This design comes from an exercise in tuning for small area, a short achievable clock period and few clock cycles per item on the open sky130 flow, not from production work.
Only simulation tests tie the RTL to the original design; equivalence was not proved.

## redmean_palette_quantizer
module redmean_palette_quantizer #(
    parameter int PALETTE_ENTRIES = 8
)
(
    input  logic        clk,
    input  logic        rst_n,
    input  logic        in_valid,
    output logic        in_stall,
    input  logic [7:0]  red,
    input  logic [7:0]  green,
    input  logic [7:0]  blue,
    output logic        out_valid,
    input  logic        out_stall,
    output logic [2:0]  best_index,
    input  logic        cfg_valid,
    output logic        cfg_ready,
    input  logic [2:0]  cfg_index,
    input  logic [47:0] cfg_data
);
Size: about 86 I/O pins, roughly 120000 um2 of cells after synthesis.
clock: 7.0 ns
lec_check: 0
abc_area: 1
cap_margin: 20
core_margin: 2
core_utilization: 40
setup_slack_margin: 3.75
slew_margin: 20
standard.sh (not shown) runs the stock make flow with config.mk's settings and CLKGATE_MAP_FILE= SYNTH_SCRIPT=/design/flow/synth_recipe.tcl, a recipe that flattens the netlist after the stock synthesis.
==> flow/flow/run.sh <==
#!/bin/bash
# Layout flow: the standard synthesis, then full adders' polarities are
# chosen to remove inverters between adders (flow/fa_polarity.py), then
# the standard layout from floorplan on. Each tool's output goes to a log
# file of its own in this folder.
set -euo pipefail
R=orfs/results/${FLOW_PLATFORM}/redmean_palette_quantizer/base
bash standard.sh "$PWD/$R/1_2_yosys.v" > flow_1_synth.log 2>&1
cp "$R/1_2_yosys.v" "$R/1_2_yosys.standard.v"
python3 flow/fa_polarity.py "$R/1_2_yosys.standard.v" "$R/1_2_yosys.v" > flow_2_fa_polarity.log 2>&1
bash standard.sh finish > flow_3_layout.log 2>&1
Other scripts of this flow, unchanged in this note and not shown: flow/flow/fa_polarity.py
The starting point ran to the end with no violations.
Testbench counts at the start, summed over its fixed seeds: cycles 8,232, items 8,192.
Next try:
Settings changed: CORE_UTILIZATION 40 to 55, SETUP_SLACK_MARGIN 3.75 to 3.3.
What happened: Core utilization climbs by 13 points. Global-route usage climbs by 8.4 points. Via count drops by 0.81%.


redmean_palette_quantizer again, from the RTL that the note above started with.
==> flow/design.v (excerpt) <==
module redmean_palette_quantizer #(
    parameter int PALETTE_ENTRIES = 8
)
(
    input  logic        clk,
    input  logic        rst_n,
    input  logic        in_valid,
    output logic        in_stall,
    input  logic [7:0]  red,
    input  logic [7:0]  green,
    input  logic [7:0]  blue,
    output logic        out_valid,
    input  logic        out_stall,
    output logic [2:0]  best_index,
    input  logic        cfg_valid,
    output logic        cfg_ready,
    input  logic [2:0]  cfg_index,
    input  logic [47:0] cfg_data
);
make LEC_CHECK=0 ABC_AREA=1 CAP_MARGIN=20 CORE_MARGIN=2 CORE_UTILIZATION=40 SETUP_SLACK_MARGIN=3.3 SLEW_MARGIN=20 finish   # period 7.0 ns
run.sh (not shown) runs the stock make flow with config.mk's settings and CLKGATE_MAP_FILE= SYNTH_SCRIPT=/design/flow/synth_recipe.tcl, a recipe that flattens the netlist after the stock synthesis.
Stock flow here: none of the scripts above is used.
The starting point produced a clean layout.
Testbench counts at the start, summed over its fixed seeds: cycles 8,232, items 8,192.
Next try:
--- a/flow/config.mk
+++ b/flow/config.mk
@@ -8 +7,0 @@
-export ABC_AREA = 1
@@ -11 +10 @@
-export CORE_UTILIZATION = 40
+export CORE_UTILIZATION = 55
What happened: Worst hold slack stays flat. Worst setup slack degrades by 0.026 ns. Synthesized cell count goes down by 18%. Global-route usage goes up by 8.2 points. Via count goes down by 8.8%. Count of clock-buffer cells in the layout goes down by 2. Register-to-register slack degrades by 0.03 ns. Maximum frequency goes down by 0.71%. Utilization goes up by 17 points. Flip-flop and latch count stays the same.
Next try:
--- a/flow/config.mk
+++ b/flow/config.mk
@@ -8 +8 @@
-export CAP_MARGIN = 20
+export CAP_MARGIN = 5
@@ -10 +10 @@
-export CORE_UTILIZATION = 55
+export CORE_UTILIZATION = 40
@@ -12 +12 @@
-export SLEW_MARGIN = 20
+export SLEW_MARGIN = 5
After rerunning: The changed run ran to the end with no violations. Routed wire length came out lower by about 2.8%. Sequential share of layout area came out lower by 0.20 points. Register-to-register slack barely changes. Setup slack is worse by 0.013 ns. Utilization went down by 16 points. Critical path depth rises by 1. Final area came out higher by about 0.8%. Worst hold slack hardly moves. First-iteration DRC count increases by 0.64%. Die area goes up by about 37%. Cell count went up by about 7%.
Next try:
--- a/flow/config.mk
+++ b/flow/config.mk
@@ -8 +8 @@
-export CAP_MARGIN = 5
+export CAP_MARGIN = 20
@@ -12 +12 @@
-export SLEW_MARGIN = 5
+export SLEW_MARGIN = 20
Routed wire length hardly moves.
Sequential share of layout area barely changes.
Utilization is about the same.
Final cell count does not change.
Die area is unchanged.
Setup slack stays the same.
Next try:
--- a/flow/config.mk
+++ b/flow/config.mk
@@ -10,0 +11 @@
+export CTS_BUF_LIST = sky130_fd_sc_hd__clkbuf_4 sky130_fd_sc_hd__clkbuf_8
The new run completed without violations.
Worst setup slack gains 0.0092 ns.
Cell count climbs by about 0.9%.
Die area is unchanged.
First-iteration DRC count climbs by 3.6%.
Clock-buffer cell count rises by 137.
Utilization barely changes.
Worst hold slack is worse by 0.060 ns.
Critical path depth is unchanged.
Routed wire length stays flat.


redmean_palette_quantizer again, from the RTL that the note above started with.
==> flow/config.mk <==
export PLATFORM = sky130hd
export DESIGN_NAME = redmean_palette_quantizer
export DESIGN_NICKNAME = redmean_palette_quantizer
export VERILOG_FILES = /design/flow/design.v
export SDC_FILE = /design/flow/constraint.sdc
export NUM_CORES = 4
export LEC_CHECK = 0
export ABC_AREA = 1
export CAP_MARGIN = 20
export CORE_MARGIN = 2
export CORE_UTILIZATION = 40
export SETUP_SLACK_MARGIN = 3.6
export SLEW_MARGIN = 20
==> flow/constraint.sdc <==
create_clock -name core_clock -period 7.0 [get_ports {clk}]
set_input_delay 1.4000 -clock core_clock [delete_from_list [all_inputs] [get_ports {clk}]]
set_output_delay 1.4000 -clock core_clock [all_outputs]
set_load 0.01 [all_outputs]
standard.sh (not shown) runs the stock make flow with config.mk's settings and CLKGATE_MAP_FILE= SYNTH_SCRIPT=/design/flow/synth_recipe.tcl, a recipe that flattens the netlist after the stock synthesis.
Scripts as last shown in full above: flow/flow/run.sh
Other scripts of this flow, unchanged in this note and not shown: flow/flow/fa_polarity.py
Testbench counts at the start, summed over its fixed seeds: cycles 8,232, items 8,192.
Rerun with:
Settings changed: SETUP_SLACK_MARGIN 3.6 to 3.3.
- The changed run went through all stages and came out clean
- cell area came out lower by a few percent
- count of clock-buffer cells in the layout came out lower by 7
- global-route usage falls by 0.58 points
- worst setup slack loses 140 ps
- area after synthesis does not change

==> re-timing with driven ports <==
In the flow no input, the clock included, has a driving cell. The finished layouts below were timed again as built, in two steps.
Step 1 sets driving cells, clkbuf_16 on the clock port and buf_2 on the other inputs (assumed; they add their load-dependent delay and slew).
Step 2, shift: input delay + t, output delay - t, t = (earliest + latest rising clock arrival at the registers) / 2. This alone moves slack from input paths to output paths.
Three values: ideal, step 1, step 2; two values: the first two.
run	t (ns)	setup slack, ns	slew at the worst register clock pin (ns)	cell pins on the clock port's net
the first run of note 1	0.913	3.541 / 3.541 / 3.072	0.06 / 0.06	1
the second run of note 1	0.910	3.375 / 3.375 / 2.608	0.07 / 0.07	1
the first run of note 2	0.916	3.353 / 3.353 / 2.686	0.07 / 0.07	1
the second run of note 2	0.924	3.327 / 3.327 / 2.698	0.07 / 0.07	1
the third run of note 2	0.911	3.314 / 3.314 / 2.780	0.08 / 0.08	1
the fourth run of note 2	0.911	3.314 / 3.314 / 2.780	0.08 / 0.08	1
the fifth run of note 2	1.059	3.323 / 3.323 / 2.448	0.08 / 0.08	1
the first run of note 3	0.924	3.510 / 3.510 / 2.893	0.07 / 0.07	1
the second run of note 3	0.940	3.373 / 3.373 / 2.773	0.07 / 0.07	1
After both steps every run listed still meets setup and hold. The setup slack of the fifth run of note 2, which loses most, moves by 0.000 ns with the drivers and by -0.875 ns with both steps.
